Source: an optimization exercise on an open RTL-to-GDS flow (aim: small area and a short achievable clock period). Production flows keep margins and buffers that such runs may drop.
Only simulation tests tie the RTL to the original design; equivalence was not proved.
Power and IR drop assume default switching activity.

$ cat flow/config.mk
export PLATFORM = sky130hd
export DESIGN_NAME = dmem_responder
export DESIGN_NICKNAME = dmem_responder
export VERILOG_FILES = /design/flow/design.v
export SDC_FILE = /design/flow/constraint.sdc
export NUM_CORES = 4
export LEC_CHECK = 0
export CAP_MARGIN = 20
export CORE_MARGIN = 2
export CORE_UTILIZATION = 60
export CTS_CLUSTER_DIAMETER = 60
export CTS_CLUSTER_SIZE = 30
export SETUP_SLACK_MARGIN = 2.5
export SLEW_MARGIN = 20
export SYNTH_HIERARCHICAL = 1
export SYNTH_MINIMUM_KEEP_SIZE = 0
$ cat flow/constraint.sdc
create_clock -name core_clock -period 5.0 [get_ports {Clk}]
set_input_delay 1.0000 -clock core_clock [delete_from_list [all_inputs] [get_ports {Clk}]]
set_output_delay 1.0000 -clock core_clock [all_outputs]
set_load 0.01 [all_outputs]
$ cat flow/design.v
module dmem_responder #(
  parameter int DEPTH       = 32,
  parameter int WAIT_CYCLES = 2
) (
  input  logic              Clk,
  input  logic              Rst,
  input  logic              reqValid,
  output logic              reqReady,
  input  logic              reqWrite,
  input  logic [63:0]       reqAddr,
  input  logic [1:0]        reqSize,
  input  logic [63:0]       reqWData,
  output logic              respValid,
  input  logic              respReady,
  output logic [63:0]       respRData,
  output logic              respErr,
  output logic [63:0]       dMemOut
);
  localparam int NS  = 32;   
  localparam int GAP = 3;    
  logic s_idle, s_w1, s_w2, s_resp;
  logic [2:0]  off_q;
  logic [4:0]  idx_q;
  logic [1:0]  size_q;
  logic        err_q;
  logic        st_ok_q;    
  logic        ld_ok_q;    
  logic [NS/2-1:0] rsel_q;  
  logic        late_q;     
  logic [4:0]  cnt;
  logic [63:0] wb;
  logic [4:0]  wb_idx;
  logic        wb_pend;    
  logic        commit;
  assign reqReady  = s_idle;
  assign respValid = s_resp;
  assign respErr   = err_q;
  assign commit    = s_w2 & st_ok_q;
  logic       req_err;
  logic [2:0] req_amask;
  logic [4:0] req_slot;
  logic [4:0] req_rslot;
  always_comb begin
    case (reqSize)
      2'd0:    req_amask = 3'b000;
      2'd1:    req_amask = 3'b001;
      2'd2:    req_amask = 3'b011;
      default: req_amask = 3'b111;
    endcase
  end
  assign req_err  = ((reqAddr[2:0] & req_amask) != 3'b000) || (reqAddr[63:8] != 56'd0);
  assign req_slot  = reqAddr[7:3] + cnt + 5'd1;
  assign req_rslot = req_slot + 5'(req_slot[0]);
  logic [63:0] wrep;
  always_comb begin
    for (int l = 0; l < 8; l++) begin
      case (reqSize)
        2'd0:    wrep[8*l +: 8] = reqWData[7:0];
        2'd1:    wrep[8*l +: 8] = reqWData[8*(l%2) +: 8];
        2'd2:    wrep[8*l +: 8] = reqWData[8*(l%4) +: 8];
        default: wrep[8*l +: 8] = reqWData[8*l +: 8];
      endcase
    end
  end
  logic [7:0] lmask;
  always_comb begin
    for (int l = 0; l < 8; l++) begin
      case (size_q)
        2'd0:    lmask[l] = st_ok_q & (3'(l) == off_q);
        2'd1:    lmask[l] = st_ok_q & (2'(l >> 1) == off_q[2:1]);
        2'd2:    lmask[l] = st_ok_q & (1'(l >> 2) == off_q[2]);
        default: lmask[l] = st_ok_q;
      endcase
    end
  end
  logic [63:0] slot_q [NS];
  logic [4:0]  wb_slot;    
  logic        wb_hit;     
  logic [NS-1:0] ins;
  always_comb begin
    wb_hit = 1'b0;
    for (int j = 0; j < NS; j++) begin
      ins[j] = (j % GAP == 0) && wb_pend && (wb_slot == 5'(j));
      wb_hit = wb_hit | ins[j];
    end
  end
  for (genvar j = 0; j < NS; j++) begin : g_slot
    logic [63:0] q;
    if (j % GAP == 0) begin : g_ld
      always_ff @(posedge Clk) q <= ins[j] ? wb : g_slot[(j + NS - 1) % NS].q;
    end else begin : g_sh
      always_ff @(posedge Clk) q <= g_slot[(j + NS - 1) % NS].q;
    end
    assign slot_q[j] = q;
  end
  logic [63:0] rraw, rword;
  logic        fwd;
  for (genvar b = 0; b < 64; b++) begin : g_rd
    logic [NS/2-1:0] col;
    for (genvar j = 0; j < NS/2; j++) begin : g_col
      assign col[j] = slot_q[2*j][b];
    end
    dmem_rd_bit u_rd (.d(col), .sel(rsel_q), .q(rraw[b]));
  end
  assign fwd   = wb_pend & (wb_idx == idx_q);
  assign rword = fwd ? wb : rraw;
  logic        rd_now;
  logic [63:0] word;
  assign rd_now = late_q ? s_w2 : s_w1;
  always_comb
    for (int l = 0; l < 8; l++)
      word[8*l +: 8] = (rd_now & ~lmask[l]) ? rword[8*l +: 8] : respRData[8*l +: 8];
  logic [63:0] ldata;
  logic [7:0]  b0, b1, b2, b3;
  always_comb begin
    b0 = word[8*off_q +: 8];
    b1 = word[8*{off_q[2:1], 1'b1} +: 8];
    b2 = word[8*{off_q[2], 2'b10} +: 8];
    b3 = word[8*{off_q[2], 2'b11} +: 8];
    ldata = {
      (size_q == 2'd3) ? word[63:32] : 32'd0,
      (size_q[1])      ? {b3, b2}   : 16'd0,
      (size_q != 2'd0) ? b1         : 8'd0,
      b0
    };
    if (!ld_ok_q) ldata = 64'd0;
  end
  always_ff @(posedge Clk or posedge Rst) begin
    if (Rst) begin
      s_idle <= 1'b1;
      s_w1   <= 1'b0;
      s_w2   <= 1'b0;
      s_resp <= 1'b0;
    end else begin
      s_idle <= (s_idle & ~reqValid) | (s_resp & respReady);
      s_w1   <= s_idle & reqValid;
      s_w2   <= s_w1;
      s_resp <= s_w2 | (s_resp & ~respReady);
    end
  end
  always_ff @(posedge Clk) begin
    if (s_idle) begin
      off_q   <= reqAddr[2:0];
      idx_q   <= reqAddr[7:3];
      size_q  <= reqSize;
      err_q   <= req_err;
      st_ok_q <= reqWrite & ~req_err;
      ld_ok_q <= ~reqWrite & ~req_err;
      late_q  <= req_slot[0];
      for (int j = 0; j < NS/2; j++) rsel_q[j] <= (req_rslot[4:1] == 4'(j));
    end
  end
  always_ff @(posedge Clk) begin
    cnt <= cnt + 5'd1;
  end
  always_ff @(posedge Clk) begin
    if (s_idle) begin
      respRData <= wrep;
    end else if (s_w1) begin
      respRData <= word;
    end else if (s_w2) begin
      respRData <= ldata;
    end
  end
  always_ff @(posedge Clk) begin
    if (commit) begin
      wb     <= word;
      wb_idx <= idx_q;
    end
    wb_slot <= (commit ? idx_q : wb_idx) + cnt + 5'd2;
    wb_pend <= commit | (wb_pend & ~wb_hit);
  end
  always_ff @(posedge Clk or posedge Rst) begin
    if (Rst)         dMemOut <= 64'd0;
    else if (commit) dMemOut <= word;
  end
endmodule
module dmem_rd_bit (
  input  logic [15:0] d,
  input  logic [15:0] sel,
  output logic [0:0]  q
);
  logic [5:0] grp_n;
  for (genvar g = 0; g < 5; g++) begin : g_grp
    dmem_aoi222 u_aoi (.d(d[3*g +: 3]), .s(sel[3*g +: 3]), .y(grp_n[g]));
  end
  assign grp_n[5] = ~(d[15] & sel[15]);
  assign q = ~&grp_n;
endmodule
module dmem_aoi222 (
  input  logic [2:0] d,
  input  logic [2:0] s,
  output logic       y
);
  assign y = ~|(d & s);
endmodule
$ cat flow/run.sh
#!/bin/bash
# synth_recipe.tcl (not shown) runs the flow's synth.tcl, then flattens the netlist and writes it again
# the make line also repeats each setting of config.mk as NAME=value (left out here)
make -C /OpenROAD-flow-scripts/flow DESIGN_CONFIG=/design/flow/config.mk WORK_HOME=/design/flow/orfs CLKGATE_MAP_FILE= SYNTH_SCRIPT=/design/flow/synth_recipe.tcl finish
==> qor.txt <==
outcome: finished clean
area delta synth->final: 19.78%
Clk Tree Root Cell: clkbuf_16
final critical-path setup slack: 1849 ps
Post-Route Setup TNS: 0 ps
class of the worst hold path: flop to flop
combined area of all synthesized cells: 0.06665 sq mm
horizontal extent of the die: 337.3 um
Worst IR Drop VDD: 367.2 uV
nets in the synthesized netlist: 4743
largest area contributor in the netlist: dfxtp_1
total placed instance area: 0.07169 sq mm
maximum single-stage delay on the critical path: 450 ps
vias in the first global route: 40780
total buffers and inverters traversed by the critical path: 4
worst path arrival time: 3690 ps
most frequent cell on the critical path: buf_12
design area: 0.07983 sq mm
most common library cell in the layout ignoring fill and taps: dfxtp_1
CP top delay family: compound AO/OA/AOI/OAI gates
half-perimeter wire length after detailed placement: 126200 um
via count of the routed design: 42550
final critical-path share of the clock period: 63.02%
number of antenna violations at the first check in global routing: 17
flip-flop and latch count after synthesis: 2290
Critical Path Slowest Stage Cell: mux4_2
unrepaired setup endpoints after global routing: yes
portion of the post-synthesis area used by sequential elements: 71.67%
global-route wire length before repair: 293300 um
most frequent cells in the layout: dfxtp_1, mux2_2, a222oi_1
dominant synthesized flop cell: dfxtp_1
count of cell types in the netlist: 77
Clock transition at path regs: 100 ps
initial DRC count: 5894
transition time of the tightest slew-check pin: 1105 ps
minimum period implied by the final worst setup slack: 3151 ps
final estimated routing congestion in global placement: 0.9502
DR WL/cell: 31.64 um
area of the placeable core: 0.1104 sq mm
total overflow reported by the global router: 0
Total Nets Final: 5253
Vias/cell: 6.358
number of placement rows: 122
drt pass-1 iters: 8
number of hold-slack violations in the final timing report: 0
wire length reported by the detailed router: 211700 um
aggregate global-route resource usage: 36.39%
top fanout value on the critical path: 7
maximum clock rate: 317.4 MHz
initial standard-cell utilization of the core: 60.39%
average instance area after synthesis: 14.52 sq um
floorplan die height: 337.3 um
Yosys Warn Count: 8
sinks on the clock net: 2290
buffer levels on the longest clock path: 3
# IOs: 266
Die Outline Area: 0.1138 sq mm
headroom to the max-slew limit: 26.32%
layout cell share with drive strength beyond 1: 32.13%
count of unresolved DRC violations after routing: 0
maximum number of pins on one net before global-route repair: 65
number of buffers created by CTS: 132
required time of the critical path: 5540 ps
share of the synthesized area in the top cell type: 61.99%
type of element launching the critical path: flop
clock insertion delay at the later pin of the skew report: 780 ps
kind of critical path: flop to flop
Synth Instances: 4589
sequence of cells on the critical path: buf_12 -> buf_12 -> buf_8 -> a222oi_1 -> and3_1 -> nand4_1 -> nand2_1 -> a31oi_1 -> buf_4 -> mux4_2 -> a221o_1
dominant cells by area after synthesis: dfxtp_1, mux2_2, edfxtp_1
DP Worst Slack: 1205 ps
leakage power figure: 31.63 nW
number of synthesized flops with an enable pin: 158
number of max-capacitance violations reported: 0
endpoint kind of the worst setup timing path: flop
number of port buffers: 265
fraction of synthesis flops using an asynchronous set or reset pin: 2.969%
number of max-slew violations in the final report: 0
H-tree levels: 4
skew final: 36.71 ps
Post-DRT Antenna Nets: 0
CTS tree: done
count of final setup violators: 0
power density relative to cell area: 507.0 mW/mm^2
==> kinds of logic after synthesis <==
group / share of synthesized area [%]
XOR/XNOR: 0.3004
AO/OA/AOI/OAI: 8.359
multiplexers: 13.91
AND/OR/NAND/NOR: 3.775
adder cells (fa/ha/maj): 0.3792
flip-flops: 71.67
buffers and inverters: 1.609
==> layer usage <==
metal / vias up / GRT usage [%] / part of all wire [%]
met5: - / 0 / 0.079
met4: 22 / 15.28 / 4.5
met3: 495 / 9.837 / 12
met2: 2521 / 52.89 / 42
met1: 21390 / 51.41 / 41
li1: 18130 / - / -
==> what timing repair did <==
item,in CTS,in global routing
hold buffers,0,0
setup endpoints to repair,551,214
hold endpoints to repair,0,0
pin swaps,120,129
gates resized for setup,667,209
setup buffers,139,74
cloned,9,4
==> layout make-up <==
cell class	count	area (sq um)
inverter	39	192.7
clock buffer	154	3636
timing repair buffer	597	6045
fill	7582	30530
sequential	2290	47800
tap	1488	1862
multi-input combinational	2037	19370
clock inverter	82	898.4
antenna	4	10.01
timing repair inverter	2	16.27
==> modules after synthesis, one instance, submodules excluded <==
module,copies in the design,cell area [sq um],flops+latches
dmem_aoi222,320,10.01,0
dmem_rd_bit,64,16.27,0
dmem_responder,1,62410,2290
==> per-stage QoR <==
| stage | cells | power, mW | hold slack [ps] | utilization [%] |
|---|---|---|---|---|
| 2_1_floorplan | 4589 | 24.45 | 309.6 | - |
| 3_3_place_gp | 6224 | 27.42 | 309.5 | 64.89 |
| 3_5_place_dp | 6227 | 27.50 | 312.1 | 64.95 |
| 4_1_cts | 6611 | 39.90 | 312.0 | 71.05 |
| 5_1_grt | 6691 | 41.62 | 315.8 | 72.33 |
| 6_report | 6693 | 40.47 | 311.6 | 72.34 |
==> cells in the mapped netlist (all sizes together), types with 38 or more instances <==
master,instances
a31oi,45
a21oi,52
nand4,74
and3,68
mux2,766
nor2,54
dfxtp,2064
a222oi,320
nand2,151
clkbuf,191
mux2i,46
edfxtp,158
dfrtp,67
inv,38
o21ai,118
nand3,58
==> sequential cells by signal, summed over array words and instances (netlist names), 16 cells and up <==
register	cells
respRData	64
wb	64
rsel_q	16
dMemOut	64
g_slot.q	2048
==> power by group <==
part,internal (mW),switching (mW),total [mW]
registers,20.7,1.28,21.9
logic,2.80,3.59,6.39
clock network,5.67,6.47,12.1
==> path summary, 6_finish.rpt <==
path                       cells after the start          endpoint  slack, ps        startpoint
min reg2reg                                    0  g_slot[20].q[23]        310  g_slot[19].q[23]
min in group asynchronous                      2       dMemOut[23]        620               Rst
min                                            0  g_slot[20].q[23]        310  g_slot[19].q[23]
max in group asynchronous                      3       dMemOut[13]       3480               Rst
max                                           11     respRData[10]       1850         rsel_q[9]
max reg2reg                                   11     respRData[10]       1850         rsel_q[9]

[static timing again, ports no longer ideal]
Ports are ideal in the flow. The routed layout listed here was re-timed in OpenROAD.
Step 1 sets driving cells, clkbuf_16 on the clock port and buf_2 on the other inputs (assumed; they add their load-dependent delay and slew).
Step 2 times the ports against the registers' clock, not the clock port: input delays grow and output delays shrink by t, the midpoint of the rising clock arrivals with the driver on.
a / b / c = ideal ports / drivers / drivers and shift; a / b = the first two.
shift t [ns]: 0.841
slack for setup (ns): 1.849 / 1.849 / 1.519
hold WS [ns]: 0.312 / 0.312 / 0.312
latest minus earliest clock arrival (ns): 0.037 / 0.037
worst data-port slew with drivers (ns): 0.12
After both steps this run still meets setup and hold. The setup slack of this run moves by 0.000 ns with the drivers and by -0.330 ns with both steps.
